Background: an optimization exercise with open tools, aiming at small area, a short achievable clock period and few clock cycles per item. Do not read the settings as production practice.
The RTL was checked by simulation tests, not by an equivalence proof against the original design.
Power figures rest on the tool's default switching activity, not on a simulated workload.

==> flow/design.v <==
`default_nettype none
package mmu_pkg;
    localparam int page_base_width = 3;
    localparam int page_index_width = 8;
    localparam int offset_width = 11;
    localparam int logical_width = 16;
    localparam int physical_width = 19;
    localparam int frame_width = 8;
    localparam int data_width = 8;
    localparam int table_entries = 1 << page_index_width;
    typedef logic [logical_width-1:0] logical_addr_t;
    typedef logic [physical_width-1:0] physical_addr_t;
    typedef logic [frame_width-1:0] frame_t;  
    typedef logic [data_width-1:0] data_t;
    typedef enum logic [1:0] {
        op_read = 2'b00,
        op_write = 2'b01,
        op_load_page = 2'b10
    } opcode_t;
    typedef struct packed {
        logic [page_index_width-1:0] index;
        frame_t frame;
    } page_load_t;
    typedef union packed {
        logical_addr_t address;
        page_load_t load;
    } request_payload_u;
    typedef struct packed {
        opcode_t opcode;
        request_payload_u payload;
        data_t write_data;  
    } request_t;
    typedef struct packed {
        data_t read_data;
        logic write;
        logic bad_page;
    } response_t;
endpackage
`default_nettype wire
`default_nettype none
module page_translator (
    input logic clock,
    input logic reset,
    input logic [15:0] index_high,  
    input logic [15:0] index_low,   
    input logic load,               
    input mmu_pkg::frame_t frame_in,
    output logic [3:0][mmu_pkg::frame_width-1:0] quarters  
);
    localparam int table_entries = mmu_pkg::table_entries;
    logic [table_entries-1:0][mmu_pkg::frame_width-1:0] page_table;
    logic clear;
    logic [table_entries-1:0] select;
    mmu_pkg::frame_t write_frame;
    logic [15:0] write_high;
    logic [15:0] write_low;
    logic [table_entries-1:0] write_enable;
    logic [3:0][mmu_pkg::frame_width-1:0] quarter_select;
    always_comb begin
        for (int i = 0; i < table_entries; i++) begin
            select[i] = index_high[i / 16] && index_low[i % 16];
        end
    end
    always_comb begin
        for (int i = 0; i < 16; i++) begin
            write_high[i] = clear || (load && index_high[i]);
            write_low[i] = clear || index_low[i];
        end
        for (int i = 0; i < table_entries; i++) begin
            write_enable[i] = write_high[i / 16] && write_low[i % 16];
        end
    end
    always_comb begin
        quarter_select = '0;
        for (int i = 0; i < table_entries; i++) begin
            quarter_select[i / 64] = quarter_select[i / 64]
                | (page_table[i] & {mmu_pkg::frame_width{select[i]}});
        end
    end
    assign write_frame = clear ? '0 : frame_in;
    always_ff @(posedge clock or posedge reset) begin
        if (reset) begin
            clear <= 1'b1;
        end else begin
            clear <= 1'b0;
        end
    end
    always_ff @(posedge clock) begin
        for (int i = 0; i < table_entries; i++) begin
            if (write_enable[i]) begin
                page_table[i] <= write_frame;
            end
        end
        quarters <= quarter_select;
    end
endmodule
`default_nettype wire
`default_nettype none
module op_queue #(
    parameter int depth = 4
) (
    input logic clock,
    input logic reset,
    input mmu_pkg::response_t in_data,
    input logic in_valid,
    output mmu_pkg::response_t response,
    output logic response_valid,
    input logic response_ready
);
    localparam int pointer_width = $clog2(depth);
    logic [depth-1:0][mmu_pkg::data_width+1:0] entries;
    logic [pointer_width-1:0] write_ptr;
    logic [pointer_width-1:0] read_ptr;
    logic [pointer_width:0] count;
    logic pop;
    logic advance;       
    logic from_queue;    
    logic push;          
    assign pop = response_valid && response_ready;
    assign advance = !response_valid || pop;
    assign from_queue = (count != '0);
    assign push = in_valid && !(advance && !from_queue);
    always_ff @(posedge clock or posedge reset) begin
        if (reset) begin
            response_valid <= 1'b0;
            count <= '0;
            write_ptr <= '0;
            read_ptr <= '0;
        end else begin
            if (advance) begin
                response_valid <= from_queue || in_valid;
            end
            if (push) begin
                write_ptr <= write_ptr + 1'b1;
            end
            if (advance && from_queue) begin
                read_ptr <= read_ptr + 1'b1;
            end
            count <= count + {{pointer_width{1'b0}}, push}
                - {{pointer_width{1'b0}}, advance && from_queue};
        end
    end
    always_ff @(posedge clock) begin
        if (advance) begin
            response <= from_queue ? entries[read_ptr] : in_data;
        end
        for (int i = 0; i < depth; i++) begin
            if (push && write_ptr == pointer_width'(i)) begin
                entries[i] <= in_data;
            end
        end
    end
endmodule
`default_nettype wire
`default_nettype none
module bus_cycle_unit (
    input logic clock,
    input logic reset,
    input logic issue,           
    input logic issue_write,
    input mmu_pkg::physical_addr_t issue_address,
    input mmu_pkg::data_t issue_data,
    output mmu_pkg::physical_addr_t address_bus,
    output mmu_pkg::data_t data_out,
    input mmu_pkg::data_t data_in,
    output logic write_en,
    output mmu_pkg::response_t result,
    output logic result_valid
);
    logic busy;            
    logic use_latch;       
    logic bad_page;
    always_ff @(posedge clock or posedge reset) begin
        if (reset) begin
            busy <= 1'b0;
            write_en <= 1'b0;
            data_out <= '0;
        end else begin
            busy <= issue;
            write_en <= issue && issue_write;
            if (issue && issue_write) begin
                data_out <= issue_data;
            end
        end
    end
    always_ff @(posedge clock) begin
        address_bus <= issue_address;
        use_latch <= issue_write || (issue_address[18:8] == '0);
        bad_page <= (&issue_address[18:13]) && issue_address[11];
    end
    assign result_valid = busy;
    assign result.read_data = use_latch ? data_out : data_in;
    assign result.write = write_en;
    assign result.bad_page = bad_page;
endmodule
`default_nettype wire
`default_nettype none
module cpu6_mmu #(
    parameter int queue_depth = 4
) (
    input logic clock,
    input logic reset,
    input logic [mmu_pkg::page_base_width-1:0] page_base,
    input mmu_pkg::request_t request,
    input logic request_valid,
    output logic request_ready,
    output mmu_pkg::response_t response,
    output logic response_valid,
    input logic response_ready,
    output mmu_pkg::physical_addr_t address_bus,
    output mmu_pkg::data_t data_out,
    input mmu_pkg::data_t data_in,
    output logic write_en
);
    localparam int room = queue_depth + 1;
    logic issue_valid;
    logic issue_load;
    logic issue_write;
    logic [15:0] issue_high;  
    logic [15:0] issue_low;
    logic [mmu_pkg::offset_width-1:0] issue_offset;  
    mmu_pkg::data_t issue_data;
    logic lookup_valid;
    logic lookup_write;
    logic [mmu_pkg::offset_width-1:0] lookup_offset;
    mmu_pkg::data_t lookup_data;
    logic [3:0][mmu_pkg::frame_width-1:0] lookup_quarters;
    logic accept;
    logic accept_access;
    logic request_load;
    logic [mmu_pkg::page_index_width-1:0] request_index;
    logic [2:0] outstanding;  
    logic [2:0] outstanding_next;
    mmu_pkg::frame_t frame;
    mmu_pkg::response_t result;
    logic result_valid;
    assign accept = request_valid && request_ready;
    assign request_load = (request.opcode == mmu_pkg::op_load_page);
    assign accept_access = accept && !request_load;
    assign request_index = request_load ? request.payload.load.index
        : {page_base, request.payload.address[15:11]};
    assign outstanding_next = outstanding + 3'(accept_access)
        - 3'(response_valid && response_ready);
    always_ff @(posedge clock or posedge reset) begin
        if (reset) begin
            outstanding <= '0;
            request_ready <= 1'b1;
            issue_valid <= 1'b0;
            lookup_valid <= 1'b0;
        end else begin
            outstanding <= outstanding_next;
            request_ready <= (outstanding_next < 3'(room));
            issue_valid <= accept;
            lookup_valid <= issue_valid && !issue_load;
        end
    end
    always_ff @(posedge clock) begin
        issue_load <= request_load;
        issue_write <= (request.opcode == mmu_pkg::op_write);
        for (int i = 0; i < 16; i++) begin
            issue_high[i] <= (request_index[7:4] == 4'(i));
            issue_low[i] <= (request_index[3:0] == 4'(i));
        end
        issue_offset <= request.payload.address[10:0];
        issue_data <= request.write_data;
        lookup_write <= issue_write;
        lookup_offset <= issue_offset;
        lookup_data <= issue_data;
    end
    page_translator u_translator (
        .clock(clock),
        .reset(reset),
        .index_high(issue_high),
        .index_low(issue_low),
        .load(issue_valid && issue_load),
        .frame_in(issue_offset[7:0]),
        .quarters(lookup_quarters)
    );
    assign frame = lookup_quarters[0] | lookup_quarters[1] | lookup_quarters[2]
        | lookup_quarters[3];
    bus_cycle_unit u_bus (
        .clock(clock),
        .reset(reset),
        .issue(lookup_valid),
        .issue_write(lookup_write),
        .issue_address({frame, lookup_offset}),
        .issue_data(lookup_data),
        .address_bus(address_bus),
        .data_out(data_out),
        .data_in(data_in),
        .write_en(write_en),
        .result(result),
        .result_valid(result_valid)
    );
    op_queue #(
        .depth(queue_depth)
    ) u_queue (
        .clock(clock),
        .reset(reset),
        .in_data(result),
        .in_valid(result_valid),
        .response(response),
        .response_valid(response_valid),
        .response_ready(response_ready)
    );
endmodule
`default_nettype wire
==> flow/flow/run.sh <==
#!/bin/bash
# Standard layout, with the port buffers made from plain buffers (buffer_ports
# otherwise picks a delay buffer, which slows every input and output path).
set -euo pipefail
export BUFFER_PORTS_ARGS="-buffer_cell sky130_fd_sc_hd__buf_2"
bash standard.sh finish > make_flow.log 2>&1
==> flow/standard.sh <==
#!/bin/bash
# synth_recipe.tcl (not shown) runs the flow's synth.tcl, then flattens the netlist and writes it again
# the make line also repeats each setting of config.mk as NAME=value (left out here)
make -C /OpenROAD-flow-scripts/flow DESIGN_CONFIG=/design/flow/config.mk WORK_HOME=/design/flow/orfs CLKGATE_MAP_FILE= SYNTH_SCRIPT=/design/flow/synth_recipe.tcl "${@:-finish}"
==> flow/config.mk <==
export PLATFORM = sky130hd
export DESIGN_NAME = cpu6_mmu
export DESIGN_NICKNAME = cpu6_mmu
export VERILOG_FILES = /design/flow/design.v
export SDC_FILE = /design/flow/constraint.sdc
export NUM_CORES = 4
export LEC_CHECK = 0
export CAP_MARGIN = 20
export CORE_MARGIN = 2
export CORE_UTILIZATION = 55
export SETUP_SLACK_MARGIN = 4.8
export SLEW_MARGIN = 20
==> flow/constraint.sdc <==
create_clock -name core_clock -period 8.0 [get_ports {clock}]
set_input_delay 1.6000 -clock core_clock [delete_from_list [all_inputs] [get_ports {clock}]]
set_output_delay 1.6000 -clock core_clock [all_outputs]
set_load 0.01 [all_outputs]
==> results of run 1 <==
power groups by stage:
| stage | clock network, µW | logic [µW] | registers (µW) |
|---|---|---|---|
| after global routing | 10600 | 1630 | 13900 |
| after CTS | 10200 | 1520 | 13900 |
| after global placement | 0 | 1490 | 14100 |
| after detailed placement | 0 | 1510 | 14100 |
| final | 10000 | 1510 | 13900 |
| after floorplan | 0 | 889 | 14000 |
state kept, by name, summed over array words and instances (netlist names), 10 cells and up:
signal                   flops
issue_offset                11
u_queue.response            10
u_translator.page_table   2048
issue_high                  16
lookup_offset               11
issue_low                   16
u_queue.entries             40
u_translator.quarters       32
u_bus.address_bus           19
worst max-delay path, cell delays in order, from the launching register on:
cell and delay (ps):
dfxtp_4 930, buf_4 520, nor2_4 60, buf_4 330, nor2_1 820
synthesized netlist by cell type (6+ instances only):
cell | n | area [µm²]
and2_1 | 21 | 131
xnor2_1 | 6 | 52.6
nand4_1 | 126 | 788
mux2_2 | 16 | 180
dfrtp_1 | 23 | 576
nor2_1 | 308 | 1160
a21oi_2 | 10 | 87.6
a22o_1 | 379 | 3320
a21boi_0 | 22 | 165
clkbuf_1 | 180 | 676
inv_1 | 22 | 82.6
a221oi_1 | 68 | 596
nand3_1 | 82 | 410
nor2b_1 | 21 | 131
buf_2 | 97 | 485
buf_1 | 44 | 165
a2111oi_2 | 13 | 195
a222oi_1 | 92 | 921
o21ai_0 | 32 | 160
a22oi_1 | 600 | 4500
edfxtp_1 | 2098 | 63000
or4_1 | 7 | 52.6
nor3_1 | 16 | 80.1
nand2_1 | 133 | 499
a31oi_1 | 14 | 87.6
dfxtp_1 | 126 | 2520
a21oi_1 | 9 | 45.0
buf_6 | 12 | 135
ha_1 | 8 | 100
a211oi_1 | 18 | 135
and3_1 | 31 | 194
mux4_2 | 10 | 225
area by class of cell:
type                    count  area (µm²)  share of cell area
diodes                      6        15.0            0.000164
clock buffers             313        6230              0.0680
clock inverters           101         793             0.00866
inverters                  22        82.6            0.000901
multi-input cells        2060       14600               0.159
flip-flops and latches   2249       66200               0.723
well taps                1930        2410              0.0264
repair buffers            169        1280              0.0140
repair_timing:
| item | 4_1_cts | 5_1_grt |
|---|---|---|
| endpoints found under the setup margin | 194 | 33 |
| cloned | 0 | 0 |
| buffers inserted | 0 | 0 |
| resized for setup | 7 | 5 |
layer usage:
layer / share of wire / GRT usage / vias up
met5: 0 / 0 / -
li1: - / - / 19364
met4: 0.025 / 0.0757 / 0
met2: 0.47 / 0.444 / 2284
met1: 0.42 / 0.422 / 23374
met3: 0.085 / 0.0476 / 287
cell families (layout without fill, tap and decap cells):
group / after synthesis / after routing / share of synthesized area
other: 1 / 7 / 0.0000457
flip-flops: 2249 / 2249 / 0.806
AO/OA/AOI/OAI: 1260 / 1260 / 0.125
AND/OR/NAND/NOR: 756 / 756 / 0.0429
multiplexers: 26 / 26 / 0.00494
adder cells (fa/ha/maj): 10 / 10 / 0.00171
XOR/XNOR: 7 / 7 / 0.000747
buffers and inverters: 361 / 605 / 0.0192
final timing paths:
check,from,to,slack (ps),depth (start not counted)
worst min register to register,lookup_offset[2],u_bus.address_bus[2],320,0
max in group asynchronous,reset,u_bus.data_out[7],6730,2
worst max-delay path,issue_low[11],u_translator.page_table[2015],4900,4
worst min-delay path,lookup_offset[2],u_bus.address_bus[2],320,0
worst max register to register,issue_low[11],u_translator.page_table[2015],4900,4
min in group asynchronous,reset,outstanding[2],860,2
per-stage QoR:
step	util	cells	power (µW)
after floorplan	-	4670	14900
after global placement	0.570	6425	15600
after detailed placement	0.571	6430	15600
after CTS	0.619	6844	25500
after global routing	0.619	6844	26100
final	0.619	6850	25400
==> impl_metrics.py, run 1 <==
metrics = {
    "power": {
        "ir_drop_mv": 0.217,
        "p_int_uw": 19800,
        "p_sw_uw": 5630,
        "pwr-share-clk": 0.395,
        "pwr-share-seq": 0.546,
        "netSwitchingFraction": 0.222,
        "p_per_area_mw_per_mm2": 277,
        "share_comb_of_total_power": 0.059,
        "p_leak_uw": 0.0315,
    },
    "worst_setup_path": {
        "start_kind": "flop",
        "end_kind": "flop",
        "cp.required_ps": 8450,
        "path_class": "flop to flop",
        "crit_fanout": 45,
        "worstPathArrival_ps": 3550,
    },
    "finish": {
        "final_common_cell": "edfxtp_1",
        "fin_nets": 4772,
        "fin_area_mm2": 0.0916,
        "fillers": 10626,
        "syn_to_final_growth_pct": 11.6,
        "drive_gt1_frac": 0.120,
        "final_cell_mix": "2098 x edfxtp_1, 600 x a22oi_1, 379 x a22o_1",
    },
    "yosys": {
        "yosysWarnings": 4,
        "synthFlopType": "edfxtp_1",
        "synth.distinct_cells": 48,
        "synth_edf_count": 2098,
        "netlist_instances": 4670,
        "ys_async_sr_fraction": 0.0111,
        "syn_area_per_cell_um2": 17.6,
        "ys_seq_area_frac": 0.806,
        "synth_nets": 4721,
        "netlist_area_mm2": 0.0821,
        "ys_ff_latch": 2249,
    },
    "outcome": {
        "outcome": "complete, no violations",
    },
    "clock_network": {
        "cts_buffers": 219,
        "clock_path_buffers": 3,
        "clk_pin_slew_ps": 60,
        "cts_tree": "built",
        "numClockSinks": 2249,
        "htreeDepth": 4,
        "cts_root_buf": "clkbuf_16",
        "worstSkewPairLatency_ps": 830,
        "postCtsHoldBufs": 0,
    },
    "timing": {
        "period_needed_ps": 3100,
        "holdWs_ps": 324,
        "skew_ps": 31.5,
        "timing.fmax_ghz": 0.322,
        "finalSetupViolations": 0,
        "tightestPinTransition_ps": 1240,
        "hold_viol": 0,
        "min_period_over_period": 0.388,
        "layout_setup_ws_ps": 4900,
        "tns_ps": 0,
        "relSlewSlack": 0.172,
        "rsz0062_at_grt": "false",
        "maxSlewViolCount": 0,
    },
    "placed_design": {
        "io_buffers": 80,
        "gp_congestion": 0.825,
        "dp_hpwl_mm": 125,
        "placed_cell_area_mm2": 0.0845,
        "pre_cts_ws_ps": 4220,
    },
    "floorplanning": {
        "initial_core_util": 0.555,
        "io_pins": 81,
        "core.rowCount": 141,
        "die_y_um": 390,
        "design.core.area_mm2": 0.148,
        "die_w_um": 390,
        "dieArea_mm2": 0.152,
    },
    "routing": {
        "wl_mm": 218,
        "ant_nets": 0,
        "dr_total_vias": 45309,
        "drc_errors": 0,
        "via_per_inst": 6.61,
        "wl_per_cell_um": 31.8,
        "drt_first_iter_violations": 6391,
        "drt_pass1_iterations": 8,
    },
    "grt": {
        "grt_max_degree": 191,
        "grt_pass1_wl_mm": 314,
        "grt_remaining_overflow": 0,
        "grt_use_total": 0.285,
        "antenna_found_initial": 4,
        "first_global_vias": 44012,
    },
    "job": {
        "drv_cap": 0,
    },
    "worst_hold_path": {
        "hp-class": "flop to flop",
    },
}
Testbench counts, summed over its fixed seeds: cycles 20,031, responses 18,164.
==> run 2: changes to the inputs <==
--- a/flow/config.mk
+++ b/flow/config.mk
@@ -9,4 +9,6 @@
 export CORE_MARGIN = 2
 export CORE_UTILIZATION = 55
+export CTS_CLUSTER_DIAMETER = 100
+export CTS_CLUSTER_SIZE = 20
 export SETUP_SLACK_MARGIN = 4.8
 export SLEW_MARGIN = 20
==> run 2 against run 1 <==
  * Combinational power about the same
  * Via count shrank 1.2%
  * Clock skew decreased by 2.6 ps
  * Sequential cell count unchanged
  * Maximum frequency is 1.2% lower
  * Non-clock buffer count unchanged
  * Sequential power about the same
==> impl_metrics.py, run 2 <==
metrics = {
    "routing": {
        "drt_first_iter_violations": 6139,
        "wl_per_cell_um": 32.4,
        "via_per_inst": 6.74,
        "drc_errors": 0,
        "drt_pass1_iterations": 8,
        "ant_nets": 0,
        "wl_mm": 215,
        "dr_total_vias": 44769,
    },
    "finish": {
        "reg.largest.list": "u_translator.page_table: 2048 flops, u_queue.entries: 40 flops, u_translator.quarters: 32 flops",
        "final_cell_mix": "2098 x edfxtp_1, 600 x a22oi_1, 379 x a22o_1",
        "drive_gt1_frac": 0.0900,
        "regMostFlops": "u_translator.page_table",
        "syn_to_final_growth_pct": 7.61,
        "largest_reg_flops": 2048,
        "fillers": 10895,
        "fin_area_mm2": 0.0883,
        "final_common_cell": "edfxtp_1",
        "fin_nets": 4683,
    },
    "timing": {
        "min_period_over_period": 0.392,
        "period_needed_ps": 3140,
        "skew_ps": 29.0,
        "tns_ps": 0,
        "finalSetupViolations": 0,
        "tightestPinTransition_ps": 1270,
        "maxSlewViolCount": 0,
        "timing.fmax_ghz": 0.319,
        "relSlewSlack": 0.153,
        "rsz0062_at_grt": "true",
        "hold_viol": 0,
    },
    "floorplanning": {
        "design.core.area_mm2": 0.148,
        "io_pins": 81,
        "die_y_um": 390,
        "initial_core_util": 0.555,
        "core.rowCount": 141,
        "dieArea_mm2": 0.152,
        "die_w_um": 390,
    },
    "clock_network": {
        "cts_buffers": 130,
        "cts_root_buf": "clkbuf_16",
        "clock_path_buffers": 3,
        "postCtsHoldBufs": 0,
        "worstSkewPairLatency_ps": 780,
        "htreeDepth": 4,
        "clk_pin_slew_ps": 80,
        "numClockSinks": 2249,
        "cts_tree": "built",
    },
    "worst_setup_path": {
        "crit_fanout": 49,
        "cp.required_ps": 8400,
        "end_kind": "flop",
        "path_class": "flop to flop",
        "start_kind": "flop",
        "worstPathArrival_ps": 3530,
    },
    "yosys": {
        "ys_ff_latch": 2249,
        "synth_largest_area_cell": "edfxtp_1",
        "synth_top_area_frac": 0.767,
        "synth_edf_count": 2098,
        "syn_area_per_cell_um2": 17.6,
        "netlist_area_mm2": 0.0821,
        "ys_async_sr_fraction": 0.0111,
        "synth_area_leaders": "edfxtp_1 77%, a22oi_1 5.5%, a22o_1 4.0%",
        "netlist_instances": 4670,
        "ys_seq_area_frac": 0.806,
        "synth.distinct_cells": 48,
        "ys_top_cells_by_count": "2098 x edfxtp_1, 600 x a22oi_1, 379 x a22o_1, 308 x nor2_1, 180 x clkbuf_1",
        "synth_nets": 4721,
        "yosysWarnings": 4,
        "yosysMostFrequentCell": "edfxtp_1",
        "synthFlopType": "edfxtp_1",
    },
    "grt": {
        "grt_max_degree": 191,
        "antenna_found_initial": 5,
        "grt_remaining_overflow": 0,
        "grt_pass1_wl_mm": 310,
        "first_global_vias": 43144,
        "grt_use_total": 0.282,
    },
    "outcome": {
        "outcome": "complete, no violations",
    },
    "power": {
        "p_per_area_mw_per_mm2": 251,
        "pwr-share-seq": 0.624,
        "share_comb_of_total_power": 0.068,
        "p_leak_uw": 0.0299,
        "ir_drop_mv": 0.192,
        "p_sw_uw": 4990,
        "p_int_uw": 17200,
        "netSwitchingFraction": 0.225,
        "pwr-share-clk": 0.308,
    },
    "placed_design": {
        "gp_congestion": 0.825,
        "placed_cell_area_mm2": 0.0845,
        "dp_hpwl_mm": 125,
        "io_buffers": 80,
    },
    "job": {
        "drv_cap": 0,
    },
    "worst_hold_path": {
        "hp-class": "flop to flop",
    },
}
run 2: changes by cell type in the layout (fill, tap and decap cells not counted), moves of 9 or more:
cell | previous run | this run
clkbuf_8 | 21 | 0
clkinv_2 | 28 | 0
clkbuf_1 | 57 | 66
clkinv_1 | 50 | 0
bufinv_16 | 12 | 0
clkbuf_16 | 227 | 139
run 2: worst paths after layout:
path	from	endpoint	slack (ps)	cells past startpoint
worst max-delay path	issue_low[3]	u_translator.page_table[1432]	4860	4
min in group asynchronous	reset	outstanding[2]	910	2
max in group asynchronous	reset	u_bus.data_out[3]	6660	2
worst max register to register	issue_low[3]	u_translator.page_table[1432]	4860	4
worst min-delay path	lookup_offset[2]	u_bus.address_bus[2]	330	0
worst min register to register	lookup_offset[2]	u_bus.address_bus[2]	330	0
run 2: worst max-delay path, cell delays in order, from the launching register on:
cell,delay [ps]
dfxtp_4,800
buf_4,650
nor2_4,250
buf_4,310
nor2_1,650
run 2: what timing repair did:
action	CTS	global route
endpoints found under the setup margin	207	32
pin swaps	0	0
buffers inserted	0	0
resized for setup	4	4
run 2: cells by family (layout without fill, tap and decap cells):
family,Yosys count,in the layout,synth area share
compound gates,1260,1260,0.125
xor+xnor,7,7,0.000747
fa+ha+maj,10,10,0.00171
buf+inv,361,400,0.0192
flops,2249,2249,0.806
mux,26,26,0.00494
other cells,1,5,0.0000457
simple gates,756,756,0.0429
run 2: area by class of cell:
| cell class | instances | area (µm²) | area share |
|---|---|---|---|
| antenna | 4 | 10.0 | 0.000113 |
| tap | 1930 | 2410 | 0.0273 |
| clock buffer | 205 | 3730 | 0.0422 |
| clock inverter | 4 | 42.5 | 0.000482 |
| sequential | 2249 | 66200 | 0.750 |
| inverter | 22 | 82.6 | 0.000935 |
| multi-input combinational | 2060 | 14600 | 0.165 |
| timing repair buffer | 169 | 1280 | 0.0145 |
run 2: per-layer routing:
layer	global-route usage	wire [µm]	up-vias	part of all wire
met1	0.419	89800	23203	0.42
met4	0.0655	4630	2	0.021
met2	0.444	102000	2282	0.47
li1	-	-	19033	-
met5	0	16	-	0.000074
met3	0.0440	18700	249	0.087
run 2: stage by stage:
step	instances	power (µW)	hold slack (ps)	utilization	setup slack (ps)
final	6643	22200	331	0.597	4860
after global placement	6425	15600	310	0.570	4190
after CTS	6639	22300	331	0.597	4870
after floorplan	4670	14900	310	-	4760
after detailed placement	6430	15600	312	0.571	4220
after global routing	6639	22900	339	0.597	4790
run 2: power by group through the flow:
stage,clock network [µW],logic (µW),registers (µW)
finish,6840,1500,13800
global route,7340,1620,13900
CTS,6950,1510,13800
detailed placement,0,1510,14100
global placement,0,1490,14100
floorplan,0,889,14000
==> run 3: changes to the inputs <==
--- a/flow/design.v
+++ b/flow/design.v
@@ -42,7 +42,7 @@
     input logic clock,
     input logic reset,
-    input logic [15:0] index_high,  
-    input logic [15:0] index_low,   
-    input logic load,               
+    input logic [15:0] index_high_n,  
+    input logic [15:0] index_low_n,   
+    input logic [15:0] load_high_n,   
     input mmu_pkg::frame_t frame_in,
     output logic [3:0][mmu_pkg::frame_width-1:0] quarters  
@@ -50,23 +50,15 @@
     localparam int table_entries = mmu_pkg::table_entries;
     logic [table_entries-1:0][mmu_pkg::frame_width-1:0] page_table;
-    logic clear;
     logic [table_entries-1:0] select;
-    mmu_pkg::frame_t write_frame;
-    logic [15:0] write_high;
-    logic [15:0] write_low;
     logic [table_entries-1:0] write_enable;
     logic [3:0][mmu_pkg::frame_width-1:0] quarter_select;
     always_comb begin
         for (int i = 0; i < table_entries; i++) begin
-            select[i] = index_high[i / 16] && index_low[i % 16];
+            select[i] = !(index_high_n[i / 16] || index_low_n[i % 16]);
         end
     end
     always_comb begin
-        for (int i = 0; i < 16; i++) begin
-            write_high[i] = clear || (load && index_high[i]);
-            write_low[i] = clear || index_low[i];
-        end
         for (int i = 0; i < table_entries; i++) begin
-            write_enable[i] = write_high[i / 16] && write_low[i % 16];
+            write_enable[i] = !(load_high_n[i / 16] || index_low_n[i % 16]);
         end
     end
@@ -78,16 +70,8 @@
         end
     end
-    assign write_frame = clear ? '0 : frame_in;
-    always_ff @(posedge clock or posedge reset) begin
-        if (reset) begin
-            clear <= 1'b1;
-        end else begin
-            clear <= 1'b0;
-        end
-    end
     always_ff @(posedge clock) begin
         for (int i = 0; i < table_entries; i++) begin
             if (write_enable[i]) begin
-                page_table[i] <= write_frame;
+                page_table[i] <= frame_in;
             end
         end
@@ -217,7 +201,9 @@
     logic issue_load;
     logic issue_write;
-    logic [15:0] issue_high;  
-    logic [15:0] issue_low;
-    logic [mmu_pkg::offset_width-1:0] issue_offset;  
+    logic [15:0] issue_high_n;
+    logic [15:0] issue_low_n;
+    logic [15:0] issue_load_high_n;  
+    logic [mmu_pkg::offset_width-1:8] issue_offset_top;
+    mmu_pkg::frame_t issue_offset_low;  
     mmu_pkg::data_t issue_data;
     logic lookup_valid;
@@ -229,5 +215,8 @@
     logic accept_access;
     logic request_load;
-    logic [mmu_pkg::page_index_width-1:0] request_index;
+    logic [15:0] load_high;  
+    logic [15:0] load_low;
+    logic [15:0] access_high;
+    logic [15:0] access_low;
     logic [2:0] outstanding;  
     logic [2:0] outstanding_next;
@@ -238,6 +227,12 @@
     assign request_load = (request.opcode == mmu_pkg::op_load_page);
     assign accept_access = accept && !request_load;
-    assign request_index = request_load ? request.payload.load.index
-        : {page_base, request.payload.address[15:11]};
+    always_comb begin
+        for (int i = 0; i < 16; i++) begin
+            load_high[i] = (request.payload.load.index[7:4] == 4'(i));
+            load_low[i] = (request.payload.load.index[3:0] == 4'(i));
+            access_high[i] = ({page_base, request.payload.address[15]} == 4'(i));
+            access_low[i] = (request.payload.address[14:11] == 4'(i));
+        end
+    end
     assign outstanding_next = outstanding + 3'(accept_access)
         - 3'(response_valid && response_ready);
@@ -248,5 +243,13 @@
             issue_valid <= 1'b0;
             lookup_valid <= 1'b0;
+            issue_load_high_n <= '0;
+            issue_low_n <= '0;
+            issue_offset_low <= '0;
         end else begin
+            for (int i = 0; i < 16; i++) begin
+                issue_load_high_n[i] <= !(accept && request_load && load_high[i]);
+                issue_low_n[i] <= !(request_load ? load_low[i] : access_low[i]);
+            end
+            issue_offset_low <= request.payload.address[7:0];
             outstanding <= outstanding_next;
             request_ready <= (outstanding_next < 3'(room));
@@ -259,11 +262,10 @@
         issue_write <= (request.opcode == mmu_pkg::op_write);
         for (int i = 0; i < 16; i++) begin
-            issue_high[i] <= (request_index[7:4] == 4'(i));
-            issue_low[i] <= (request_index[3:0] == 4'(i));
+            issue_high_n[i] <= !access_high[i];  
         end
-        issue_offset <= request.payload.address[10:0];
+        issue_offset_top <= request.payload.address[10:8];
         issue_data <= request.write_data;
         lookup_write <= issue_write;
-        lookup_offset <= issue_offset;
+        lookup_offset <= {issue_offset_top, issue_offset_low};
         lookup_data <= issue_data;
     end
@@ -271,8 +273,8 @@
         .clock(clock),
         .reset(reset),
-        .index_high(issue_high),
-        .index_low(issue_low),
-        .load(issue_valid && issue_load),
-        .frame_in(issue_offset[7:0]),
+        .index_high_n(issue_high_n),
+        .index_low_n(issue_low_n),
+        .load_high_n(issue_load_high_n),
+        .frame_in(issue_offset_low),
         .quarters(lookup_quarters)
     );
==> run 3 against run 2 <==
  * Sequential share of layout area decreased by 0.74 points
  * Wire length increased by 6.0%
  * Via count increased by 3.1%
  * Core utilization increased by 0.25 points
  * Highest routed layer unchanged
==> impl_metrics.py, run 3 <==
metrics = {
    "outcome": {
        "outcome": "complete, no violations",
    },
    "timing": {
        "min_period_over_period": 0.400,
        "holdWs_ps": 330,
        "skew_ps": 20.0,
        "maxSlewViolCount": 0,
        "finalSetupViolations": 0,
        "hold_viol": 0,
        "timing.fmax_ghz": 0.312,
        "period_needed_ps": 3200,
        "relSlewSlack": 0.150,
        "tightestPinTransition_ps": 1280,
        "tns_ps": 0,
        "rsz0062_at_grt": "true",
    },
    "worst_setup_path": {
        "path_class": "flop to flop",
        "start_kind": "flop",
        "worstPathArrival_ps": 3860,
        "crit_fanout": 48,
        "cp.required_ps": 8660,
        "end_kind": "flop",
    },
    "yosys": {
        "netlist_instances": 4853,
        "syn_area_per_cell_um2": 17.1,
        "synth_nets": 4904,
        "synth_largest_area_cell": "edfxtp_1",
        "ys_async_sr_fraction": 0.0283,
        "synth_top_area_frac": 0.757,
        "ys_top_cells_by_count": "2098 x edfxtp_1, 701 x a22oi_1, 361 x nor2b_1, 289 x nor2_1, 206 x clkbuf_1",
        "ys_seq_area_frac": 0.801,
        "ys_ff_latch": 2264,
        "yosysMostFrequentCell": "edfxtp_1",
        "synth.distinct_cells": 67,
        "netlist_area_mm2": 0.0832,
        "yosysWarnings": 4,
        "synth_area_leaders": "edfxtp_1 76%, a22oi_1 6.3%, nor2b_1 2.7%",
        "synthFlopType": "edfxtp_1",
        "synth_edf_count": 2098,
    },
    "grt": {
        "first_global_vias": 44139,
        "grt_pass1_wl_mm": 325,
        "grt_use_total": 0.296,
        "grt_remaining_overflow": 0,
        "grt_max_degree": 201,
        "antenna_found_initial": 7,
    },
    "power": {
        "netSwitchingFraction": 0.209,
        "p_per_area_mw_per_mm2": 232,
        "p_sw_uw": 4360,
        "pwr-share-seq": 0.625,
        "p_int_uw": 16500,
        "ir_drop_mv": 0.208,
        "share_comb_of_total_power": 0.035,
        "p_leak_uw": 0.0267,
        "pwr-share-clk": 0.340,
    },
    "job": {
        "drv_cap": 0,
    },
    "clock_network": {
        "htreeDepth": 4,
        "cts_tree": "built",
        "clk_pin_slew_ps": 90,
        "worstSkewPairLatency_ps": 790,
        "numClockSinks": 2264,
        "clock_path_buffers": 3,
        "cts_root_buf": "clkbuf_16",
        "cts_buffers": 131,
    },
    "floorplanning": {
        "die_w_um": 393,
        "initial_core_util": 0.555,
        "dieArea_mm2": 0.154,
        "design.core.area_mm2": 0.150,
        "core.rowCount": 142,
        "io_pins": 81,
        "die_y_um": 393,
    },
    "placed_design": {
        "dp_hpwl_mm": 134,
        "io_buffers": 80,
        "gp_congestion": 0.838,
    },
    "finish": {
        "largest_reg_flops": 2048,
        "syn_to_final_growth_pct": 8.04,
        "final_cell_mix": "2098 x edfxtp_1, 701 x a22oi_1, 361 x nor2b_1",
        "final_common_cell": "edfxtp_1",
        "fin_nets": 4906,
        "fillers": 11257,
        "regMostFlops": "u_translator.page_table",
        "drive_gt1_frac": 0.0856,
        "reg.largest.list": "u_translator.page_table: 2048 flops, u_queue.entries: 40 flops, u_translator.quarters: 32 flops",
    },
    "routing": {
        "via_per_inst": 6.61,
        "drt_first_iter_violations": 6237,
        "drc_errors": 0,
        "drt_pass1_iterations": 7,
        "wl_per_cell_um": 32.7,
        "dr_total_vias": 46148,
        "wl_mm": 228,
        "ant_nets": 0,
    },
    "worst_hold_path": {
        "hp-class": "flop to flop",
    },
}
-- run 3: worst max-delay path, cell delays in order (launching register included) --
cell	delay, ps
dfrtp_2	370
buf_4	440
inv_6	310
buf_6	330
a222oi_1	430
a31oi_1	180
nor4_1	550
or3b_1	410
-- run 3: what timing repair did --
action,4_1_cts,5_1_grt
setup buffers,3,6
hold buffers,0,0
pin swaps,1,0
endpoints found under the setup margin,28,18
gates resized for setup,19,13
-- run 3: path summary, 6_finish.rpt --
| kind | slack (ps) | cells past startpoint | startpoint | end |
|---|---|---|---|---|
| min in group asynchronous | 1070 | 3 | reset | u_queue.write_ptr[1] |
| min | 330 | 0 | issue_data[4] | lookup_data[4] |
| max | 4800 | 7 | issue_low_n[12] | u_translator.quarters[13] |
| max in group asynchronous | 6220 | 3 | reset | issue_low_n[4] |
| min reg2reg | 330 | 0 | issue_data[4] | lookup_data[4] |
| max reg2reg | 4800 | 7 | issue_low_n[12] | u_translator.quarters[13] |
-- run 3: layout make-up --
| type | count | area [µm²] | share of cell area |
|---|---|---|---|
| Tap cell | 2016 | 2520 | 0.0281 |
| Timing Repair Buffer | 182 | 1320 | 0.0146 |
| Multi-Input combinational cell | 2227 | 15200 | 0.169 |
| Sequential cell | 2264 | 66700 | 0.742 |
| Antenna cell | 4 | 10.0 | 0.000111 |
| Inverter | 49 | 213 | 0.00237 |
| Clock buffer | 239 | 3940 | 0.0438 |
| Clock inverter | 2 | 25.0 | 0.000278 |
-- run 3: per-layer routing --
metal / track usage / wire [µm] / up-vias
met5: 0 / 9 / -
met4: 0.0892 / 7480 / 2
met3: 0.0372 / 18900 / 339
met2: 0.468 / 108000 / 2343
met1: 0.437 / 94200 / 23979
li1: - / - / 19485
-- run 3: cell families (layout without fill, tap and decap cells) --
kind of cell	count (synthesis)	count (layout)	share of synthesized area
buffers and inverters	362	472	0.0181
adders and majority gates	10	10	0.00168
other	0	4	0
xor gates and xnor gates	7	7	0.000737
and+or+nand+nor	978	978	0.0645
AOI/OAI and AO/OA	1206	1206	0.109
muxes	26	26	0.00487
DFF	2264	2264	0.801
-- run 3: stage by stage --
step           instance area [µm²]  setup slack [ps]  std cells  power [µW]   util
6_report                     89900              4800       6983       20800  0.599
5_1_grt                      89900              4780       6979       21400  0.599
4_1_cts                      89700              4780       6971       20900  0.598
3_5_place_dp                 85600              4300       6727       14000  0.571
3_3_place_gp                 85600              4410       6727       14000  0.571
2_1_floorplan                83200              4660       4853       13600      -
-- run 3: power by group through the flow --
stage / clock network (µW) / registers [µW] / logic (µW)
finish: 7080 / 13000 / 722
global placement: 0 / 13300 / 690
floorplan: 0 / 13300 / 291
CTS: 7170 / 13000 / 709
global route: 7550 / 13000 / 759
detailed placement: 0 / 13300 / 698
Testbench counts of run 3, summed over its fixed seeds: cycles 20,031, responses 18,164.
==> run 4: changes to the inputs <==
--- a/flow/design.v
+++ b/flow/design.v
@@ -46,5 +46,5 @@
     input logic [15:0] load_high_n,   
     input mmu_pkg::frame_t frame_in,
-    output logic [3:0][mmu_pkg::frame_width-1:0] quarters  
+    output mmu_pkg::frame_t frame_out  
 );
     localparam int table_entries = mmu_pkg::table_entries;
@@ -52,5 +52,4 @@
     logic [table_entries-1:0] select;
     logic [table_entries-1:0] write_enable;
-    logic [3:0][mmu_pkg::frame_width-1:0] quarter_select;
     always_comb begin
         for (int i = 0; i < table_entries; i++) begin
@@ -64,8 +63,7 @@
     end
     always_comb begin
-        quarter_select = '0;
+        frame_out = '0;
         for (int i = 0; i < table_entries; i++) begin
-            quarter_select[i / 64] = quarter_select[i / 64]
-                | (page_table[i] & {mmu_pkg::frame_width{select[i]}});
+            frame_out = frame_out | (page_table[i] & {mmu_pkg::frame_width{select[i]}});
         end
     end
@@ -76,5 +74,4 @@
             end
         end
-        quarters <= quarter_select;
     end
 endmodule
@@ -116,8 +113,8 @@
             end
             if (push) begin
-                write_ptr <= write_ptr + 1'b1;
+                write_ptr <= (write_ptr == pointer_width'(depth - 1)) ? '0 : write_ptr + 1'b1;
             end
             if (advance && from_queue) begin
-                read_ptr <= read_ptr + 1'b1;
+                read_ptr <= (read_ptr == pointer_width'(depth - 1)) ? '0 : read_ptr + 1'b1;
             end
             count <= count + {{pointer_width{1'b0}}, push}
@@ -152,7 +149,6 @@
     output logic result_valid
 );
-    logic busy;            
-    logic use_latch;       
-    logic bad_page;
+    logic busy;          
+    logic register_space;
     always_ff @(posedge clock or posedge reset) begin
         if (reset) begin
@@ -170,16 +166,15 @@
     always_ff @(posedge clock) begin
         address_bus <= issue_address;
-        use_latch <= issue_write || (issue_address[18:8] == '0);
-        bad_page <= (&issue_address[18:13]) && issue_address[11];
     end
+    assign register_space = (address_bus[18:8] == '0);
     assign result_valid = busy;
-    assign result.read_data = use_latch ? data_out : data_in;
+    assign result.read_data = (write_en || register_space) ? data_out : data_in;
     assign result.write = write_en;
-    assign result.bad_page = bad_page;
+    assign result.bad_page = (&address_bus[18:13]) && address_bus[11];
 endmodule
 `default_nettype wire
 `default_nettype none
 module cpu6_mmu #(
-    parameter int queue_depth = 4
+    parameter int queue_depth = 3
 ) (
     input logic clock,
@@ -207,9 +202,4 @@
     mmu_pkg::frame_t issue_offset_low;  
     mmu_pkg::data_t issue_data;
-    logic lookup_valid;
-    logic lookup_write;
-    logic [mmu_pkg::offset_width-1:0] lookup_offset;
-    mmu_pkg::data_t lookup_data;
-    logic [3:0][mmu_pkg::frame_width-1:0] lookup_quarters;
     logic accept;
     logic accept_access;
@@ -242,5 +232,4 @@
             request_ready <= 1'b1;
             issue_valid <= 1'b0;
-            lookup_valid <= 1'b0;
             issue_load_high_n <= '0;
             issue_low_n <= '0;
@@ -255,5 +244,4 @@
             request_ready <= (outstanding_next < 3'(room));
             issue_valid <= accept;
-            lookup_valid <= issue_valid && !issue_load;
         end
     end
@@ -266,7 +254,4 @@
         issue_offset_top <= request.payload.address[10:8];
         issue_data <= request.write_data;
-        lookup_write <= issue_write;
-        lookup_offset <= {issue_offset_top, issue_offset_low};
-        lookup_data <= issue_data;
     end
     page_translator u_translator (
@@ -277,15 +262,13 @@
         .load_high_n(issue_load_high_n),
         .frame_in(issue_offset_low),
-        .quarters(lookup_quarters)
+        .frame_out(frame)
     );
-    assign frame = lookup_quarters[0] | lookup_quarters[1] | lookup_quarters[2]
-        | lookup_quarters[3];
     bus_cycle_unit u_bus (
         .clock(clock),
         .reset(reset),
-        .issue(lookup_valid),
-        .issue_write(lookup_write),
-        .issue_address({frame, lookup_offset}),
-        .issue_data(lookup_data),
+        .issue(issue_valid && !issue_load),
+        .issue_write(issue_write),
+        .issue_address({frame, issue_offset_top, issue_offset_low}),
+        .issue_data(issue_data),
         .address_bus(address_bus),
         .data_out(data_out),
==> run 4 against run 3 <==
  * Clock power decreased by 8.5%
  * Critical path depth did not move
  * Sequential cell count decreased by 65
  * Die area fell by 1.0%
  * Hold slack better by 4.4 ps
  * Core utilization rose by 0.48 points
  * Wire length is 21% higher
  * Synthesized cell count increased by 0.58%
  * First-iteration DRC count rose by 44%
  * Critical endpoint is now u_bus.address_bus[16]
  * Largest cell class unchanged
  * Largest power group unchanged
  * Highest routed layer unchanged
==> impl_metrics.py, run 4 <==
metrics = {
    "outcome": {
        "outcome": "complete, no violations",
    },
    "timing": {
        "tightestPinTransition_ps": 1230,
        "maxSlewViolCount": 0,
        "relSlewSlack": 0.178,
        "period_needed_ps": 3330,
        "skew_ps": 36.9,
        "holdWs_ps": 335,
        "rsz0062_at_grt": "true",
        "tns_ps": 0,
        "hold_viol": 0,
        "timing.fmax_ghz": 0.301,
        "finalSetupViolations": 0,
        "min_period_over_period": 0.416,
    },
    "yosys": {
        "ys_async_sr_fraction": 0.0286,
        "netlist_instances": 4881,
        "synth_largest_area_cell": "edfxtp_1",
        "yosysWarnings": 4,
        "synth_nets": 4928,
        "synth_area_leaders": "edfxtp_1 76%, a22oi_1 4.0%, nor2b_1 2.1%",
        "netlist_area_mm2": 0.0823,
        "synth_edf_count": 2088,
        "ys_ff_latch": 2199,
        "syn_area_per_cell_um2": 16.9,
        "yosysMostFrequentCell": "edfxtp_1",
        "synthFlopType": "edfxtp_1",
        "ys_seq_area_frac": 0.793,
        "synth.distinct_cells": 68,
        "synth_top_area_frac": 0.762,
        "ys_top_cells_by_count": "2088 x edfxtp_1, 444 x a22oi_1, 346 x nor2_1, 281 x nor2b_1, 220 x nand2b_1",
    },
    "grt": {
        "grt_pass1_wl_mm": 375,
        "top_usage_layer": "met2",
        "grt.met3_usage": 0.108,
        "grt_max_degree": 184,
        "first_global_vias": 45957,
        "grt_use_total": 0.358,
        "gr-usage-met2": 0.525,
        "antenna_found_initial": 18,
        "grt_remaining_overflow": 0,
        "grt_util_met1": 0.500,
    },
    "clock_network": {
        "worstSkewPairLatency_ps": 800,
        "htreeDepth": 3,
        "postCtsHoldBufs": 0,
        "cts_buffers": 119,
        "cts_tree": "built",
        "cts_root_buf": "clkbuf_16",
        "clk_pin_slew_ps": 90,
        "numClockSinks": 2199,
        "clock_path_buffers": 3,
    },
    "floorplanning": {
        "die_y_um": 391,
        "io_pins": 81,
        "initial_core_util": 0.555,
        "core.rowCount": 141,
        "dieArea_mm2": 0.153,
        "design.core.area_mm2": 0.148,
        "die_w_um": 391,
    },
    "finish": {
        "fin_util": 0.604,
        "fillers": 10970,
        "fin_nets": 4999,
        "largest_reg_flops": 2048,
        "final_common_cell": "edfxtp_1",
        "regMostFlops": "u_translator.page_table",
        "final_cell_mix": "2088 x edfxtp_1, 438 x a22oi_1, 325 x nor2_1",
        "reg.largest.list": "u_translator.page_table: 2048 flops, u_queue.entries: 30 flops, u_bus.address_bus: 19 flops",
        "drive_gt1_frac": 0.107,
        "syn_to_final_growth_pct": 8.77,
    },
    "placed_design": {
        "io_buffers": 80,
        "gp_congestion": 0.999,
        "dp_hpwl_mm": 177,
    },
    "worst_setup_path": {
        "end_kind": "flop",
        "worstPathArrival_ps": 3970,
        "path_class": "flop to flop",
        "r2r_setup_slack_ps": 4670,
        "timing.rr.start": "issue_high_n[6]",
        "start_kind": "flop",
        "rr_worst_depth": 7,
        "cp.required_ps": 8650,
        "r2r_end": "u_bus.address_bus[16]",
        "crit_fanout": 48,
    },
    "routing": {
        "wl_per_cell_um": 39.5,
        "wl_mm": 276,
        "drc_errors": 0,
        "ant_nets": 0,
        "via_per_inst": 7.03,
        "drt_first_iter_violations": 8962,
        "drt_pass1_iterations": 8,
        "dr_total_vias": 49178,
    },
    "power": {
        "p_leak_uw": 0.0263,
        "ir_drop_mv": 0.208,
        "p_per_area_mw_per_mm2": 227,
    },
    "worst_hold_path": {
        "hold_end": "u_bus.address_bus[8]",
        "hp-class": "flop to flop",
        "worstHoldStart": "issue_offset_top[8]",
        "whs_path_depth": 0,
    },
    "job": {
        "drv_cap": 0,
    },
}
-- run 4: per-stage QoR --
| step | total power, µW | area [µm²] | cells | worst slack, ps |
|---|---|---|---|---|
| global route | 20800 | 89500 | 6985 | 4750 |
| global placement | 14100 | 85100 | 6741 | 3740 |
| CTS | 20400 | 89200 | 6974 | 4730 |
| detailed placement | 14100 | 85200 | 6743 | 3660 |
| floorplan | 13600 | 82300 | 4881 | 4690 |
| finish | 20400 | 89500 | 6992 | 4670 |
-- run 4: where the power goes --
part	switching [µW]	total (µW)	internal (µW)
clock network	3640	6480	2840
registers	176	12900	12700
logic	677	992	315
-- run 4: per-layer routing --
metal / vias to the layer above / routed length [µm]
li1: 19716 / -
met1: 25223 / 103000
met2: 3523 / 121000
met3: 698 / 36300
met4: 18 / 15400
met5: - / 310
-- run 4: logic make-up after synthesis --
group	after synthesis	synth area share
DFF	2199	0.793
and+or+nand+nor	1192	0.0794
AOI/OAI and AO/OA	1108	0.105
buffers and inverters	334	0.0160
muxes	38	0.00503
adders and majority gates	6	0.00109
xor gates and xnor gates	4	0.000426
-- run 4: worst max-delay path, cell delays in order (launching register included) --
cell	delay [ps]
dfxtp_1	350
buf_8	350
inv_4	200
buf_6	260
a222oi_1	1080
o221ai_1	310
nor4_1	380
nand4_1	130
-- run 4: worst max-delay path by stage --
stage	start	endpoint	slack, ps	cells past startpoint
finish	issue_high_n[6]	u_bus.address_bus[16]	4670	7
detailed placement	issue_high_n[1]	u_bus.address_bus[16]	3660	8
global placement	issue_high_n[1]	u_bus.address_bus[16]	3740	8
CTS	issue_high_n[10]	u_bus.address_bus[16]	4730	7
global route	issue_high_n[1]	u_bus.address_bus[16]	4750	8
floorplan	reset	issue_offset_low[0]	4690	1
-- run 4: repair_timing --
action                                  CTS  global route
resized for setup                       102            59
buffers inserted                          7             4
pin swaps                                 9            10
endpoints found under the setup margin   12             8
-- run 4: area by class of cell --
type                    instances  area [µm²]  share of cell area
multi-input cells            2348       16300               0.182
well taps                    1930        2410              0.0270
flip-flops and latches       2199       65400               0.730
clock buffers                 217        3350              0.0374
inverters                      48         203             0.00226
diodes                          7        17.5            0.000196
repair buffers                236        1850              0.0206
clock inverters                 7        87.6            0.000978
Testbench counts of run 4, summed over its fixed seeds: cycles 20,023, responses 18,164.
==> run 5: changes to the inputs <==
--- a/flow/design.v
+++ b/flow/design.v
@@ -42,5 +42,6 @@
     input logic clock,
     input logic reset,
-    input logic [15:0] index_high_n,  
+    input logic [15:0] index_high,    
+    input logic [3:0][15:0] index_quarter_low,  
     input logic [15:0] index_low_n,   
     input logic [15:0] load_high_n,   
@@ -54,5 +55,5 @@
     always_comb begin
         for (int i = 0; i < table_entries; i++) begin
-            select[i] = !(index_high_n[i / 16] || index_low_n[i % 16]);
+            select[i] = index_high[i / 16] && index_quarter_low[i / 64][i % 16];
         end
     end
@@ -196,5 +197,6 @@
     logic issue_load;
     logic issue_write;
-    logic [15:0] issue_high_n;
+    logic [15:0] issue_high;
+    logic [3:0][15:0] issue_quarter_low;
     logic [15:0] issue_low_n;
     logic [15:0] issue_load_high_n;  
@@ -249,6 +251,9 @@
         issue_load <= request_load;
         issue_write <= (request.opcode == mmu_pkg::op_write);
-        for (int i = 0; i < 16; i++) begin
-            issue_high_n[i] <= !access_high[i];  
+        issue_high <= access_high;
+        for (int q = 0; q < 4; q++) begin
+            for (int i = 0; i < 16; i++) begin
+                issue_quarter_low[q][i] <= access_low[i] && (page_base[2:1] == 2'(q));
+            end
         end
         issue_offset_top <= request.payload.address[10:8];
@@ -258,5 +263,6 @@
         .clock(clock),
         .reset(reset),
-        .index_high_n(issue_high_n),
+        .index_high(issue_high),
+        .index_quarter_low(issue_quarter_low),
         .index_low_n(issue_low_n),
         .load_high_n(issue_load_high_n),
==> run 5 against run 4 <==
  * Still clean
  * Wire length grew 0.74%
  * Synthesized cell count grew 8.2%
  * Hold slack lost 5.4 ps
==> impl_metrics.py, run 5 <==
metrics = {
    "outcome": {
        "outcome": "complete, no violations",
    },
    "timing": {
        "skew_ps": 36.1,
        "tightestPinTransition_ps": 1250,
        "tns_ps": 0,
        "hold_viol": 0,
        "finalSetupViolations": 0,
        "timing.fmax_ghz": 0.301,
        "min_period_over_period": 0.415,
        "rsz0062_at_grt": "false",
        "relSlewSlack": 0.165,
        "period_needed_ps": 3320,
        "maxSlewViolCount": 0,
    },
    "finish": {
        "final_common_cell": "edfxtp_1",
        "syn_to_final_growth_pct": 7.68,
        "regMostFlops": "u_translator.page_table",
        "fin_nets": 5249,
        "final_cell_mix": "2088 x edfxtp_1, 729 x nand3_1, 373 x nor2_1",
        "largest_reg_flops": 2048,
        "reg.largest.list": "u_translator.page_table: 2048 flops, issue_quarter_low: 64 flops, u_queue.entries: 30 flops",
        "drive_gt1_frac": 0.0919,
    },
    "yosys": {
        "synthFlopType": "edfxtp_1",
        "synth_edf_count": 2088,
        "synth_top_area_frac": 0.743,
        "synth_largest_area_cell": "edfxtp_1",
        "syn_area_per_cell_um2": 16.0,
        "yosysWarnings": 4,
        "ys_top_cells_by_count": "2088 x edfxtp_1, 729 x nand3_1, 382 x nor2_1, 349 x a22o_1, 325 x clkbuf_1",
        "yosysMostFrequentCell": "edfxtp_1",
        "synth_nets": 5330,
        "ys_seq_area_frac": 0.789,
        "synth.distinct_cells": 50,
        "synth_area_leaders": "edfxtp_1 74%, nand3_1 4.3%, a22o_1 3.6%",
        "ys_ff_latch": 2263,
        "netlist_instances": 5283,
        "ys_async_sr_fraction": 0.0278,
        "netlist_area_mm2": 0.0843,
    },
    "job": {
        "drv_cap": 0,
    },
    "power": {
        "p_per_area_mw_per_mm2": 231,
        "finalPower_uw": 21000,
        "p_leak_uw": 0.0284,
        "ir_drop_mv": 0.245,
    },
    "grt": {
        "grt_use_total": 0.350,
        "grt_remaining_overflow": 0,
        "grt_max_degree": 151,
        "first_global_vias": 48297,
        "grt_pass1_wl_mm": 382,
        "antenna_found_initial": 11,
    },
    "clock_network": {
        "cts_buffers": 131,
        "clock_path_buffers": 3,
        "clk_pin_slew_ps": 90,
        "cts_root_buf": "clkbuf_16",
        "worstSkewPairLatency_ps": 810,
        "numClockSinks": 2263,
        "htreeDepth": 4,
        "postCtsHoldBufs": 0,
        "cts_tree": "built",
    },
    "routing": {
        "dr_total_vias": 52083,
        "wl_mm": 278,
        "drt_pass1_iterations": 8,
        "wl_per_cell_um": 38.0,
        "drc_errors": 0,
        "via_per_inst": 7.12,
        "drt_first_iter_violations": 8347,
        "ant_nets": 0,
    },
    "floorplanning": {
        "core.rowCount": 143,
        "design.core.area_mm2": 0.152,
        "die_w_um": 396,
        "die_y_um": 396,
        "dieArea_mm2": 0.156,
        "initial_core_util": 0.555,
        "io_pins": 81,
    },
    "worst_setup_path": {
        "r2r_setup_slack_ps": 4680,
        "crit_fanout": 50,
        "path_class": "flop to flop",
        "path_delay_family": "simple AND/OR/NAND/NOR gates",
        "slowest_stage": "a31oi_1",
        "start_kind": "flop",
        "critical_path.cell_chain": "buf_12 > buf_4 > a31oi_1 > nand4_1 > nor4_2 > nand4_1 > or4_1",
        "cp.required_ps": 8670,
        "end_kind": "flop",
        "worstPathArrival_ps": 3990,
        "slowest_delay_ps": 550,
        "path_buf_inv": 2,
        "critPathMostFrequentCell": "nand4_1",
    },
    "placed_design": {
        "io_buffers": 80,
        "dp_hpwl_mm": 174,
        "gp_congestion": 0.957,
    },
    "worst_hold_path": {
        "hp-class": "flop to flop",
    },
}
run 5: cells by family after synthesis:
kind of cell | after synthesis | synth area share
buf+inv | 473 | 0.0230
flops | 2263 | 0.789
compound gates | 884 | 0.0865
xor+xnor | 4 | 0.000415
fa+ha+maj | 6 | 0.00107
simple gates | 1615 | 0.0954
mux | 38 | 0.00491
run 5: layer usage:
metal  routed length [µm]  track usage  up-vias
li1                     -            -    20978
met1               107000        0.507    26783
met2               124000        0.517     3732
met3                34600       0.0819      582
met4                13100        0.141        8
met5                   56            0        -
run 5: through the flow:
step / cells / instance area [µm²] / worst slack, ps / hold slack (ps) / util
finish: 7320 / 90800 / 4680 / 329 / 0.597
global route: 7308 / 90800 / 4770 / 344 / 0.597
floorplan: 5283 / 84400 / 4690 / 310 / -
CTS: 7303 / 90600 / 4800 / 329 / 0.596
detailed placement: 7093 / 86700 / 4120 / 312 / 0.570
global placement: 7091 / 86600 / 3440 / 312 / 0.570
run 5: final timing paths:
kind | startpoint | end | cells past startpoint
setup / recovery | issue_high[9] | u_bus.address_bus[17] | 7
hold / removal | issue_offset_top[9] | u_bus.address_bus[9] | 0
setup reg to reg | issue_high[9] | u_bus.address_bus[17] | 7
hold reg to reg | issue_offset_top[9] | u_bus.address_bus[9] | 0
max in group asynchronous | reset | issue_offset_low[0] | 3
min in group asynchronous | reset | u_bus.data_out[6] | 3
run 5: worst register-to-register path: cells and delay by family, from the launching register on:
family                 cells  cell delay [ps]
AOI/OAI and AO/OA          1              580
buffers and inverters      2              740
DFF                        1              500
and+or+nand+nor            4             1380
run 5: final cells by class:
type                            instances  area [µm²]
Clock buffer                          204        3720
Tap cell                             2030        2540
Sequential cell                      2263       66600
Clock inverter                          5        47.5
Multi-Input combinational cell       2547       16100
Antenna cell                           12        30.0
Fill cell                           11567       61300
Inverter                               39         149
Timing Repair Buffer                  220        1570
run 5: power by group:
group          total, µW  switching, µW  internal (µW)
logic                793            551            242
clock network       6990           3770           3220
registers          13200            188          13000
run 5: timing repair:
item | in CTS | in global routing
setup buffers | 1 | 3
pin swaps | 3 | 3
endpoints found under the setup margin | 16 | 10
hold endpoints to repair | 0 | 0
resized for setup | 42 | 23
Testbench counts of run 5, summed over its fixed seeds: cycles 20,023, responses 18,164.

afterwards: timing with drivers on the ports:
The flow's constraints put no driver on any port. The routed layouts listed below were extracted and timed again, unchanged, in two steps.
Step 1 sets driving cells, clkbuf_16 on the clock port and buf_2 on the other inputs (assumed; they add their load-dependent delay and slew).
Step 2, shift: input delay + t, output delay - t, t = (earliest + latest rising clock arrival at the registers) / 2. This alone moves slack from input paths to output paths.
Slacks: ideal ports / drivers / drivers and shift; pairs: ideal ports / drivers.
run | t, ns | setup slack, ns | slew at the worst register clock pin (ns)
run 1 | 0.891 | 4.898 / 4.866 / 4.208 | 0.06 / 0.06
run 2 | 0.845 | 4.862 / 4.862 / 4.221 | 0.09 / 0.09
run 3 | 0.859 | 4.800 / 4.800 / 4.440 | 0.09 / 0.09
run 4 | 0.870 | 4.674 / 4.674 / 4.307 | 0.10 / 0.10
run 5 | 0.879 | 4.682 / 4.682 / 4.407 | 0.09 / 0.09
After both steps setup and hold are still met in every run listed. The setup slack of run 1, which loses most, moves by -0.032 ns with the drivers and by -0.690 ns with both steps.
